From an optimization exercise on the open Yosys and OpenROAD flow, aimed at a short achievable clock period and few clock cycles; shortcuts taken in it are not production practice.
The RTL was checked by simulation tests, not by an equivalence proof against the original design.

==> inputs of run D <==
## processor
module processor (
    input  logic              clock,
    input  logic              rst_n,
    output cpu_pkg::word_t    address_imem,
    input  cpu_pkg::insn_t    q_imem,
    output cpu_pkg::word_t    address_dmem,
    output cpu_pkg::word_t    data,
    output logic              wren,
    input  cpu_pkg::word_t    q_dmem,
    output logic              ctrl_writeEnable,
    output cpu_pkg::reg_idx_t ctrl_writeReg,
    output cpu_pkg::reg_idx_t ctrl_readRegA,
    output cpu_pkg::reg_idx_t ctrl_readRegB,
    output cpu_pkg::word_t    data_writeReg,
    input  cpu_pkg::word_t    data_readRegA,
    input  cpu_pkg::word_t    data_readRegB
);
    logic [31:0] pc;
    logic [31:0] ras [4];
    logic [1:0]  ras_sp;             
    logic [7:0]  bht_v;
    logic [1:0]  bht_c [8];
    logic        u_v;                
    logic [9:0]  u_idx;
    logic        u_t;
    logic        u_back;             
    logic [7:0]  lp_v;
    logic [3:0]  lp_cnt  [8];
    logic [3:0]  lp_trip [8];
    logic [6:0]  lp_tag  [8];
  ...
clock: 6.5 ns
lec_check: 0
cap_margin: 20
core_margin: 2
core_utilization: 55
setup_slack_margin: 3.6
slew_margin: 20
run.sh (not shown) runs the stock make flow with config.mk's settings and CLKGATE_MAP_FILE= SYNTH_SCRIPT=/design/flow/synth_recipe.tcl, a recipe that flattens the netlist after the stock synthesis.
==> run H: changes against run D <==
--- a/flow/design.v
+++ b/flow/design.v
@@ -61,26 +61,26 @@
     output cpu_pkg::reg_idx_t ctrl_readRegB,
     output cpu_pkg::word_t    data_writeReg,
     input  cpu_pkg::word_t    data_readRegA,
     input  cpu_pkg::word_t    data_readRegB
 );
     logic [31:0] pc;
     logic [31:0] ras [4];
     logic [1:0]  ras_sp;             
-    logic [7:0]  bht_v;
-    logic [1:0]  bht_c [8];
+    logic [15:0] bht_v;
+    logic [1:0]  bht_c [16];
     logic        u_v;                
     logic [9:0]  u_idx;
     logic        u_t;
     logic        u_back;             
-    logic [7:0]  lp_v;
-    logic [3:0]  lp_cnt  [8];
-    logic [3:0]  lp_trip [8];
-    logic [6:0]  lp_tag  [8];
+    logic [15:0] lp_v;
+    logic [3:0]  lp_cnt  [16];
+    logic [3:0]  lp_trip [16];
+    logic [5:0]  lp_tag  [16];
     logic        d_back, x_back, m_back;
     logic        rec;
     logic [31:0] rec_pc;
     logic        d_valid;
     logic [4:0]  d_shamt;
     logic        d_bne, d_blt, d_jr, d_lw, d_sw;
     logic        d_wr;               
     logic        d_late;             
@@ -204,27 +204,27 @@
     assign f_jr    = (f_op == 5'd4);
     assign f_addi  = (f_op == 5'd5);
     assign f_blt   = (f_op == 5'd6);
     assign f_sw    = (f_op == 5'd7);
     assign f_lw    = (f_op == 5'd8);
     assign f_br    = (f_bne | f_blt) & (q_imem[16:0] != 17'd0);
     assign f_idx    = pc[9:0];
     assign f_static = q_imem[16] | (f_bne & (f_rd != f_rs));
-    logic [7:0]  pb_back, pb_hist;
+    logic [15:0] pb_back, pb_hist;
     always_comb begin
-        for (int i = 0; i < 8; i++) begin
+        for (int i = 0; i < 16; i++) begin
             pb_back[i] = lp_v[i] ? (lp_cnt[i] != lp_trip[i]) : (~bht_v[i] | bht_c[i][1]);
             pb_hist[i] = bht_c[i][1];
         end
     end
-    logic [7:0]  f_sel;
+    logic [15:0] f_sel;
     logic        f_pb_back, f_pb_hist, f_pb_v;
     always_comb begin
-        for (int i = 0; i < 8; i++) f_sel[i] = (pc[2:0] == i[2:0]);
+        for (int i = 0; i < 16; i++) f_sel[i] = (pc[3:0] == i[3:0]);
     end
     assign f_pb_back = |(f_sel & pb_back);
     assign f_pb_hist = |(f_sel & pb_hist);
     assign f_pb_v    = |(f_sel & bht_v);
     assign f_pred = f_br & f_short & (q_imem[16] ? f_pb_back : (f_pb_v ? f_pb_hist : f_static));
     assign f_wr_any = f_rtype | f_addi | f_lw | f_jal;
     assign f_dest   = f_jal ? 5'd31 : f_rd;
     assign f_wr     = f_wr_any & (f_dest != 5'd0);
@@ -302,19 +302,16 @@
                  | ({16{s_jal}} & x_pc1[15:0]);
     logic        mv;
     logic [15:0] opa_h, opb_h, addb_h;
     logic [15:0] sum_h, dif_h, lg_h;
     logic [31:0] opa_f, opb_f;
     logic [31:0] sll_f, sra_f;
     logic        ne, lt, taken;
     logic        misp;
-    logic        b2_v_br, b2_v_jr, b2_bne, b2_blt, b2_pred, b2_ne, b2_lt, b2_jrne, b2_back;
-    logic [9:0]  b2_idx;
-    logic [31:0] b2_rec_pc;
     assign mv = m_valid & ~rec;
     assign opa_h  = ({16{ma1s}} & n_sum_hi) | ({16{ma1d}} & n_dif_hi) | ({16{ma1l}} & n_lg_hi)
                   | ({16{ma0}}  & m_a_hi);
     assign opb_h  = ({16{mb1s}} & n_sum_hi) | ({16{mb1d}} & n_dif_hi) | ({16{mb1l}} & n_lg_hi)
                   | ({16{mb0}}  & m_b_hi);
     assign addb_h = ({16{mc1s}} & n_sum_hi) | ({16{mc1d}} & n_dif_hi) | ({16{mc1l}} & n_lg_hi)
                   | ({16{mc0}}  & m_c_hi);
     logic [16:0] sum_h1, dif_h1;
@@ -328,18 +325,19 @@
     assign sra_f = $signed(opa_f) >>> m_shamt;
     assign lg_h  = ({16{m_and}} & (opa_h & opb_h))
                  | ({16{m_or}}  & (opa_h | opb_h))
                  | ({16{m_sll}} & sll_f[31:16])
                  | ({16{m_sra}} & sra_f[31:16])
                  | ({16{m_jal}} & m_pc1_hi);
     assign ne    = m_ne_lo | (opa_h != opb_h);
     assign lt    = ($signed(opa_h) < $signed(opb_h)) | ((opa_h == opb_h) & m_ltu_lo);
-    assign taken = (b2_bne & b2_ne) | (b2_blt & b2_lt);
-    assign misp = (b2_v_br & (taken != b2_pred)) | (b2_v_jr & b2_jrne);
+    assign taken = (m_bne & ne) | (m_blt & lt);
+    assign misp = mv & (((m_bne | m_blt) & (taken != m_pred))
+                        | (m_jr & (opb_f != m_alt)));
     assign address_dmem     = n_addr;
     assign data             = n_st;
     assign wren             = n_sw;
     assign ctrl_writeEnable = w_wr;
     assign ctrl_writeReg    = w_dest;
     assign data_writeReg    = w_val;
     assign ctrl_readRegA    = d_ra;
     assign ctrl_readRegB    = d_rb;
@@ -373,73 +371,73 @@
             if (~rec & ~fixing & f_jal) begin
                 ras_sp <= ras_sp + 2'd1;
             end else if (n_go & f_jr) begin
                 ras_sp <= ras_sp - 2'd1;
             end
         end
     end
     always_ff @(posedge clock) begin
-        rec_pc   <= b2_rec_pc;
+        rec_pc   <= m_jr ? opb_f : m_alt;
         d_fix_up <= hi_p;
         d_fix_lo <= f_brt[7:0];
         d_fix_hp <= pc_hi_p;
         d_fix_hm <= pc_hi_m;
     end
     always_ff @(posedge clock) begin
         if (!rst_n) begin
-            bht_v <= 8'd0;
+            bht_v <= 16'd0;
             u_v   <= 1'b0;
-            for (int i = 0; i < 8; i++) bht_c[i] <= 2'd0;
+            for (int i = 0; i < 16; i++) bht_c[i] <= 2'd0;
         end else begin
-            u_v   <= b2_v_br;
+            u_v   <= mv & (m_bne | m_blt);
             if (u_v) begin
-                bht_v[u_idx[2:0]] <= 1'b1;
-                if (!u_bv)                          bht_c[u_idx[2:0]] <= u_t ? 2'd3 : 2'd0;
-                else if (u_t && u_bc != 2'd3)       bht_c[u_idx[2:0]] <= u_bc + 2'd1;
-                else if (!u_t && u_bc != 2'd0)      bht_c[u_idx[2:0]] <= u_bc - 2'd1;
+                bht_v[u_idx[3:0]] <= 1'b1;
+                if (!u_bv)                          bht_c[u_idx[3:0]] <= u_t ? 2'd3 : 2'd0;
+                else if (u_t && u_bc != 2'd3)       bht_c[u_idx[3:0]] <= u_bc + 2'd1;
+                else if (!u_t && u_bc != 2'd0)      bht_c[u_idx[3:0]] <= u_bc - 2'd1;
             end
         end
     end
     logic       u_bv;
     logic [1:0] u_bc;
     always_ff @(posedge clock) begin
-        u_bv   <= bht_v[b2_idx[2:0]];
-        u_bc   <= bht_c[b2_idx[2:0]];
-        u_idx  <= b2_idx;
+        u_bv   <= bht_v[m_idx[3:0]];
+        u_bc   <= bht_c[m_idx[3:0]];
+        u_idx  <= m_idx;
         u_t    <= taken;
-        u_back <= b2_back;
+        u_back <= m_back;
     end
     logic [3:0] lp_base;
     logic       lp_same;
     always_ff @(posedge clock) begin
-        lp_same <= (lp_tag[b2_idx[2:0]] == b2_idx[9:3]);
-        lp_base <= (lp_tag[b2_idx[2:0]] == b2_idx[9:3]) ? lp_cnt[b2_idx[2:0]] : 4'd0;
+        lp_same <= (lp_tag[m_idx[3:0]] == m_idx[9:4]);
+        lp_base <= (lp_tag[m_idx[3:0]] == m_idx[9:4]) ? lp_cnt[m_idx[3:0]] : 4'd0;
     end
     always_ff @(posedge clock) begin
         if (!rst_n) begin
-            lp_v <= 8'd0;
-            for (int i = 0; i < 8; i++) begin
+            lp_v <= 16'd0;
+            for (int i = 0; i < 16; i++) begin
                 lp_cnt[i]  <= 4'd0;
                 lp_trip[i] <= 4'd0;
-                lp_tag[i]  <= 7'd0;
+                lp_tag[i]  <= 6'd0;
             end
         end else if (u_v & u_back) begin
-            lp_tag[u_idx[2:0]] <= u_idx[9:3];
+            lp_tag[u_idx[3:0]] <= u_idx[9:4];
             if (u_t) begin
                 if (lp_base == 4'd15) begin
-                    lp_v[u_idx[2:0]] <= 1'b0;
+                    lp_v[u_idx[3:0]] <= 1'b0;
                 end else begin
-                    lp_v[u_idx[2:0]]   <= lp_same & lp_v[u_idx[2:0]];
-                    lp_cnt[u_idx[2:0]] <= lp_base + 4'd1;
+                    lp_v[u_idx[3:0]]   <= lp_same & lp_v[u_idx[3:0]];
+                    lp_cnt[u_idx[3:0]] <= lp_base + 4'd1;
                 end
             end else begin
-                lp_v[u_idx[2:0]]    <= (lp_base != 4'd15);
-                lp_trip[u_idx[2:0]] <= lp_base;
-                lp_cnt[u_idx[2:0]]  <= 4'd0;
+                lp_v[u_idx[3:0]]    <= (lp_base != 4'd15);
+                lp_trip[u_idx[3:0]] <= lp_base;
+                lp_cnt[u_idx[3:0]]  <= 4'd0;
             end
         end
     end
     logic fa2, fa3, fa4, fb2, fb3, fb4;
     assign fa2 = x_valid & x_wr & (f_ra == x_dest);
     assign fa3 = m_valid & m_wr & (f_ra == m_dest);
     assign fa4 = n_wr & (f_ra == n_dest);
     assign fb2 = x_valid & x_wr & (f_rb == x_dest);
@@ -593,38 +591,25 @@
         mc1d     <= ~x_useimm & xb1 & m_r_dif;
         mc1l     <= ~x_useimm & xb1 & m_r_lg;
     end
     always_ff @(posedge clock) begin
         if (!rst_n) begin
             n_wr <= 1'b0;
             n_lw <= 1'b0;
             n_sw <= 1'b0;
-            b2_v_br <= 1'b0;
-            b2_v_jr <= 1'b0;
             w_wr <= 1'b0;
         end else begin
-            n_wr <= mv & ~misp & m_wr;
-            n_lw <= mv & ~misp & m_lw;
-            n_sw <= mv & ~misp & m_sw;
-            b2_v_br <= mv & ~misp & (m_bne | m_blt);
-            b2_v_jr <= mv & ~misp & m_jr;
+            n_wr <= mv & m_wr;
+            n_lw <= mv & m_lw;
+            n_sw <= mv & m_sw;
             w_wr <= n_wr;
         end
     end
     always_ff @(posedge clock) begin
-        b2_bne    <= m_bne;
-        b2_blt    <= m_blt;
-        b2_pred   <= m_pred;
-        b2_ne     <= ne;
-        b2_lt     <= lt;
-        b2_jrne   <= (opb_f != m_alt);
-        b2_back   <= m_back;
-        b2_idx    <= m_idx;
-        b2_rec_pc <= m_jr ? opb_f : m_alt;
         n_dest   <= m_dest;
         n_sum_hi <= sum_h;
         n_dif_hi <= dif_h;
         n_lg_hi  <= lg_h;
         n_r_sum  <= m_r_sum;
         n_r_dif  <= m_r_dif;
         n_r_lg   <= m_r_lg;
         n_lo     <= ({16{m_r_sum}} & m_sum_lo) | ({16{m_r_dif}} & m_dif_lo)
==> run G: changes against run D <==
--- a/flow/design.v
+++ b/flow/design.v
@@ -61,26 +61,26 @@
     output cpu_pkg::reg_idx_t ctrl_readRegB,
     output cpu_pkg::word_t    data_writeReg,
     input  cpu_pkg::word_t    data_readRegA,
     input  cpu_pkg::word_t    data_readRegB
 );
     logic [31:0] pc;
     logic [31:0] ras [4];
     logic [1:0]  ras_sp;             
-    logic [7:0]  bht_v;
-    logic [1:0]  bht_c [8];
+    logic [15:0] bht_v;
+    logic [1:0]  bht_c [16];
     logic        u_v;                
     logic [9:0]  u_idx;
     logic        u_t;
     logic        u_back;             
-    logic [7:0]  lp_v;
-    logic [3:0]  lp_cnt  [8];
-    logic [3:0]  lp_trip [8];
-    logic [6:0]  lp_tag  [8];
+    logic [15:0] lp_v;
+    logic [3:0]  lp_cnt  [16];
+    logic [3:0]  lp_trip [16];
+    logic [5:0]  lp_tag  [16];
     logic        d_back, x_back, m_back;
     logic        rec;
     logic [31:0] rec_pc;
     logic        d_valid;
     logic [4:0]  d_shamt;
     logic        d_bne, d_blt, d_jr, d_lw, d_sw;
     logic        d_wr;               
     logic        d_late;             
@@ -204,27 +204,27 @@
     assign f_jr    = (f_op == 5'd4);
     assign f_addi  = (f_op == 5'd5);
     assign f_blt   = (f_op == 5'd6);
     assign f_sw    = (f_op == 5'd7);
     assign f_lw    = (f_op == 5'd8);
     assign f_br    = (f_bne | f_blt) & (q_imem[16:0] != 17'd0);
     assign f_idx    = pc[9:0];
     assign f_static = q_imem[16] | (f_bne & (f_rd != f_rs));
-    logic [7:0]  pb_back, pb_hist;
+    logic [15:0] pb_back, pb_hist;
     always_comb begin
-        for (int i = 0; i < 8; i++) begin
+        for (int i = 0; i < 16; i++) begin
             pb_back[i] = lp_v[i] ? (lp_cnt[i] != lp_trip[i]) : (~bht_v[i] | bht_c[i][1]);
             pb_hist[i] = bht_c[i][1];
         end
     end
-    logic [7:0]  f_sel;
+    logic [15:0] f_sel;
     logic        f_pb_back, f_pb_hist, f_pb_v;
     always_comb begin
-        for (int i = 0; i < 8; i++) f_sel[i] = (pc[2:0] == i[2:0]);
+        for (int i = 0; i < 16; i++) f_sel[i] = (pc[3:0] == i[3:0]);
     end
     assign f_pb_back = |(f_sel & pb_back);
     assign f_pb_hist = |(f_sel & pb_hist);
     assign f_pb_v    = |(f_sel & bht_v);
     assign f_pred = f_br & f_short & (q_imem[16] ? f_pb_back : (f_pb_v ? f_pb_hist : f_static));
     assign f_wr_any = f_rtype | f_addi | f_lw | f_jal;
     assign f_dest   = f_jal ? 5'd31 : f_rd;
     assign f_wr     = f_wr_any & (f_dest != 5'd0);
@@ -381,65 +381,65 @@
         rec_pc   <= b2_rec_pc;
         d_fix_up <= hi_p;
         d_fix_lo <= f_brt[7:0];
         d_fix_hp <= pc_hi_p;
         d_fix_hm <= pc_hi_m;
     end
     always_ff @(posedge clock) begin
         if (!rst_n) begin
-            bht_v <= 8'd0;
+            bht_v <= 16'd0;
             u_v   <= 1'b0;
-            for (int i = 0; i < 8; i++) bht_c[i] <= 2'd0;
+            for (int i = 0; i < 16; i++) bht_c[i] <= 2'd0;
         end else begin
             u_v   <= b2_v_br;
             if (u_v) begin
-                bht_v[u_idx[2:0]] <= 1'b1;
-                if (!u_bv)                          bht_c[u_idx[2:0]] <= u_t ? 2'd3 : 2'd0;
-                else if (u_t && u_bc != 2'd3)       bht_c[u_idx[2:0]] <= u_bc + 2'd1;
-                else if (!u_t && u_bc != 2'd0)      bht_c[u_idx[2:0]] <= u_bc - 2'd1;
+                bht_v[u_idx[3:0]] <= 1'b1;
+                if (!u_bv)                          bht_c[u_idx[3:0]] <= u_t ? 2'd3 : 2'd0;
+                else if (u_t && u_bc != 2'd3)       bht_c[u_idx[3:0]] <= u_bc + 2'd1;
+                else if (!u_t && u_bc != 2'd0)      bht_c[u_idx[3:0]] <= u_bc - 2'd1;
             end
         end
     end
     logic       u_bv;
     logic [1:0] u_bc;
     always_ff @(posedge clock) begin
-        u_bv   <= bht_v[b2_idx[2:0]];
-        u_bc   <= bht_c[b2_idx[2:0]];
+        u_bv   <= bht_v[b2_idx[3:0]];
+        u_bc   <= bht_c[b2_idx[3:0]];
         u_idx  <= b2_idx;
         u_t    <= taken;
         u_back <= b2_back;
     end
     logic [3:0] lp_base;
     logic       lp_same;
     always_ff @(posedge clock) begin
-        lp_same <= (lp_tag[b2_idx[2:0]] == b2_idx[9:3]);
-        lp_base <= (lp_tag[b2_idx[2:0]] == b2_idx[9:3]) ? lp_cnt[b2_idx[2:0]] : 4'd0;
+        lp_same <= (lp_tag[b2_idx[3:0]] == b2_idx[9:4]);
+        lp_base <= (lp_tag[b2_idx[3:0]] == b2_idx[9:4]) ? lp_cnt[b2_idx[3:0]] : 4'd0;
     end
     always_ff @(posedge clock) begin
         if (!rst_n) begin
-            lp_v <= 8'd0;
-            for (int i = 0; i < 8; i++) begin
+            lp_v <= 16'd0;
+            for (int i = 0; i < 16; i++) begin
                 lp_cnt[i]  <= 4'd0;
                 lp_trip[i] <= 4'd0;
-                lp_tag[i]  <= 7'd0;
+                lp_tag[i]  <= 6'd0;
             end
         end else if (u_v & u_back) begin
-            lp_tag[u_idx[2:0]] <= u_idx[9:3];
+            lp_tag[u_idx[3:0]] <= u_idx[9:4];
             if (u_t) begin
                 if (lp_base == 4'd15) begin
-                    lp_v[u_idx[2:0]] <= 1'b0;
+                    lp_v[u_idx[3:0]] <= 1'b0;
                 end else begin
-                    lp_v[u_idx[2:0]]   <= lp_same & lp_v[u_idx[2:0]];
-                    lp_cnt[u_idx[2:0]] <= lp_base + 4'd1;
+                    lp_v[u_idx[3:0]]   <= lp_same & lp_v[u_idx[3:0]];
+                    lp_cnt[u_idx[3:0]] <= lp_base + 4'd1;
                 end
             end else begin
-                lp_v[u_idx[2:0]]    <= (lp_base != 4'd15);
-                lp_trip[u_idx[2:0]] <= lp_base;
-                lp_cnt[u_idx[2:0]]  <= 4'd0;
+                lp_v[u_idx[3:0]]    <= (lp_base != 4'd15);
+                lp_trip[u_idx[3:0]] <= lp_base;
+                lp_cnt[u_idx[3:0]]  <= 4'd0;
             end
         end
     end
     logic fa2, fa3, fa4, fb2, fb3, fb4;
     assign fa2 = x_valid & x_wr & (f_ra == x_dest);
     assign fa3 = m_valid & m_wr & (f_ra == m_dest);
     assign fa4 = n_wr & (f_ra == n_dest);
     assign fb2 = x_valid & x_wr & (f_rb == x_dest);
==> flow/config.mk (replaced) <==
export PLATFORM = sky130hd
export DESIGN_NAME = processor
export DESIGN_NICKNAME = processor
export VERILOG_FILES = /design/flow/design.v
export SDC_FILE = /design/flow/constraint.sdc
export NUM_CORES = 4
export LEC_CHECK = 0
export CAP_MARGIN = 20
export CORE_MARGIN = 2
export CORE_UTILIZATION = 60
export SETUP_SLACK_MARGIN = 3.8
export SLEW_MARGIN = 20
==> comparison table <==
| metric | run H | run D | run G |
|---|---|---|---|
| Total via count after detailed routing | 48.0k | 43.9k | 51.2k |
| Area Growth Syn to Fin | 20.0% | 22.9% | 25.0% |
| DIE AREA | 0.111 sq mm | 0.101 sq mm | 0.104 sq mm |
| Hold Startpoint | d_ras[31] | x_idx[0] | d_ras[17] |
| Largest net degree at the start of global routing | 60 | 53 | 61 |
| Mux cell area share after synthesis | 9.21% | 8.45% | 8.92% |
| Non-clk bufs | 533 | 573 | 738 |
| Clock sink total | 1,331 | 1,246 | 1,382 |
| Routed length on met1 | 88,700 um | 76,100 um | 82,500 um |
| GPL Wtd Cong | 0.987 | 0.987 | 0.996 |
| Number of global-route vias before repair | 45.0k | 41.3k | 46.9k |
| Result of the run | finished clean | finished clean | finished clean |
| Final net count | 6,305 | 5,878 | 6,565 |
| Chip height | 333 um | 318 um | 323 um |
| Worst R2R Start | ma1s | xa0 | pc[0] |
Testbench counts of run D, summed over its fixed seeds: cycles 120,862.
Testbench counts of run H, summed over its fixed seeds: cycles 117,865.
Testbench counts of run G, summed over its fixed seeds: cycles 119,787.

-- port drivers added, routing unchanged --
How much do the figures lean on ideal ports? The routed layouts below were timed once more, with nothing changed but the port constraints.
Step 1, drivers: a clkbuf_16 drives clock and a buf_2 each remaining input, both assumed.
Step 2 adds t to the input delays and takes it off the output delays; t is the mean of the earliest and latest rising clock arrival at the registers after step 1. Input paths then give back, and output paths get back, about the clock's delay inside the block.
Slacks: ideal / step 1 / step 2; pairs: ideal / step 1.
| run | t (ns) | setup slack, ns | slew at the worst register clock pin (ns) | pins driven straight from the clock port |
|---|---|---|---|---|
| run D | 0.805 | 3.412 / 3.412 / 2.774 | 0.07 / 0.07 | 1 |
| run H | 0.827 | 3.149 / 3.149 / 2.841 | 0.07 / 0.07 | 1 |
| run G | 0.829 | 3.418 / 3.418 / 2.707 | 0.07 / 0.07 | 1 |
After both steps every run listed still meets setup and hold. For run G, which loses most, drivers alone change the setup slack by 0.000 ns; drivers and shift together by -0.711 ns.
